This design comes from an exercise in tuning for small area on the open sky130 flow, not from production work.
Only simulation tests tie the RTL to the original design; equivalence was not proved. The clock port is modelled as an ideal driver; clocking choices that lean on that would not hold on a real chip.

## run A
==> flow/design.v (excerpt) <==
module axis_pingpong_frame_buffer #(
   parameter int DATA_WIDTH = 32,
   parameter int FRAME_LEN  = 24,
   parameter int CNT_WIDTH  = 16
) (
   input  logic                         i_clk,
   input  logic                         i_rst,
   input  logic [DATA_WIDTH-1:0]        s_axis_tdata,
   input  logic                         s_axis_tvalid,
   output logic                         s_axis_tready,
   output logic [DATA_WIDTH-1:0]        m_axis_tdata,
   output logic                         m_axis_tvalid,
   input  logic                         m_axis_tready,
   output logic                         m_axis_tlast,
   output logic [1:0]                   o_bank_full,
   output logic [CNT_WIDTH-1:0]         o_frame_cnt
);
   localparam int               PTR_W    = 5;
   function automatic logic [4:0] ptr_next(input logic [4:0] p);
      ptr_next = {p[3:0], ~(p[4] ^ p[2])};
   endfunction
   function automatic logic ptr_at_last(input logic [4:0] p);
      ptr_at_last = p[4] & p[3] & ~p[2] & ~p[0];
   endfunction
   logic [DATA_WIDTH-1:0] bank0_r [FRAME_LEN];
   logic [DATA_WIDTH-1:0] bank1_r [FRAME_LEN];
   logic [1:0]            full_r;
   logic                  wr_bank_r, rd_bank_r;
   logic [PTR_W-1:0]      wr_ptr_r, rd_ptr_r;
   logic                  s_tready_s;
   logic [DATA_WIDTH-1:0] m_tdata_r;
   logic                  m_tvalid_r, m_tlast_r;
   logic [CNT_WIDTH-1:0]  frame_cnt_r;
   logic                  wr_last_s;
   logic                  wr_fire_s, wr_close_s, out_free_s, rd_load_s, rd_last_s;
   logic                  tlast_acc_s, shift0_s, shift1_s;
   logic [1:0]            full_s;
   logic                  wr_bank_s, rd_bank_s, m_tvalid_s, m_tlast_s;
   assign s_tready_s  = ~full_r[wr_bank_r];
   assign wr_fire_s   = s_axis_tvalid & s_tready_s;
   assign wr_close_s  = wr_fire_s & wr_last_s;
   assign out_free_s  = ~m_tvalid_r | m_axis_tready;
   assign rd_load_s   = out_free_s & full_r[rd_bank_r];
   assign rd_last_s   = ptr_at_last(rd_ptr_r);
   assign wr_last_s   = ptr_at_last(wr_ptr_r);
   assign tlast_acc_s = m_axis_tready & m_tlast_r;
   assign shift0_s = (wr_fire_s & ~wr_bank_r) | (rd_load_s & ~rd_bank_r);
  ...
For scale: about 1800 cells after synthesis, ~1600 flip-flops, ~89 I/O pins, ~49000 µm² of cells after synthesis.
==> flow/config.mk <==
export PLATFORM = sky130hd
export DESIGN_NAME = axis_pingpong_frame_buffer
export DESIGN_NICKNAME = axis_pingpong_frame_buffer
export VERILOG_FILES = /design/flow/design.v
export SDC_FILE = /design/flow/constraint.sdc
export NUM_CORES = 4
export LEC_CHECK = 0
export CAP_MARGIN = 0
export CORE_MARGIN = 2
export CORE_UTILIZATION = 60
export PLACE_DENSITY = 0.85
export SLEW_MARGIN = 0
==> flow/constraint.sdc <==
create_clock -name core_clock -period 5.0 [get_ports {i_clk}]
set_input_delay 1.0000 -clock core_clock [delete_from_list [all_inputs] [get_ports {i_clk}]]
set_output_delay 1.0000 -clock core_clock [all_outputs]
set_load 0.01 [all_outputs]
standard.sh (not shown) runs the stock make flow with config.mk's settings and CLKGATE_MAP_FILE= SYNTH_SCRIPT=/design/flow/synth_recipe.tcl, a recipe that flattens the netlist after the stock synthesis.
==> flow/flow/run.sh <==
#!/bin/bash
# Own layout flow: the standard ORFS flow (standard.sh, unchanged synthesis),
# with buf_1 port buffers and a clock tree of sized leaf clusters without
# dummy loads (settings in flow/cts.env). Output goes to standard.log.
set -euo pipefail
source flow/cts.env
export BUFFER_PORTS_ARGS="-buffer_cell sky130_fd_sc_hd__buf_1"
export CTS_ARGS="-sink_clustering_enable -repair_clock_nets -buf_list $CTS_BUF -sink_clustering_size $CTS_SIZE -sink_clustering_max_diameter $CTS_DIAM -dont_use_dummy_load"
bash standard.sh > standard.log 2>&1
==> flow/flow/cts.env <==
CTS_BUF=sky130_fd_sc_hd__clkbuf_16; CTS_SIZE=30; CTS_DIAM=70
#### Input delta (run B over run A)
- CORE_UTILIZATION changed from 60 to 75
- PLACE_DENSITY changed from 0.85 to 0.95
==> flow/flow/cts.env <==
CTS_BUF=sky130_fd_sc_hd__buf_12; CTS_SIZE=30; CTS_DIAM=80
Run B: flow completed, timing, DRC and antenna clean. Relative to run A, the final cell area reported for run B is lower. Run B against run A: transition time of the tightest slew-check pin now smaller; non-clock buffer count decreased by 13 relative to the old numbers.
What run C does differently from run B at the input level:
- PLACE_DENSITY: 0.95 -> 0.85
- CORE_UTILIZATION: 75 -> 60
==> flow/flow/cts.env <==
CTS_BUF=sky130_fd_sc_hd__buf_12; CTS_SIZE=28; CTS_DIAM=80
Findings:
- Cmp run C vs run B: initial antenna violation count higher in run C
- Looking at run B and run C, the multi-input gate share of total cell area is a wash.
- Run B has lower total number of cells along the worst setup path than run C.
- Run C vs. run B: total inserted antenna cells went up by 2.
- Across both runs, CTS buffer count was higher for run C than for run B.
- In the flow results for run B and run C, the overall routed net length is smaller on run C.
- Between run B and run C, the tap cell instance count is higher for run C.
- Run C ended up with a lower clock period minus final worst setup slack than run B did.

-- what the ideal ports hide --
The flow's constraints put no driver on any port. The routed layouts listed below were extracted and timed again, unchanged, in two steps.
Step 1: set_driving_cell puts a clkbuf_16 on i_clk and a buf_2 on each other input, an assumption about the parent block.
Step 2 adds t to the input delays and takes it off the output delays; t is the mean of the earliest and latest rising clock arrival at the registers after step 1. Input paths then give back, and output paths get back, about the clock's delay inside the block.
a / b / c = ideal ports / drivers / drivers and shift; a / b = the first two.
run	shift t [ns]	slack for setup (ns)	worst hold slack (ns)	worst register clock-pin slew, ns
run A	0.685	1.650 / 1.650 / 1.488	0.363 / 0.363 / 0.363	0.11 / 0.11
run B	0.655	1.513 / 1.513 / 1.500	0.407 / 0.407 / 0.407	0.13 / 0.13
run C	0.611	1.667 / 1.667 / 1.561	0.389 / 0.389 / 0.389	0.11 / 0.11
After both steps every run listed still meets setup and hold. For run A, which loses most, drivers alone change the setup slack by 0.000 ns; drivers and shift together by -0.162 ns.
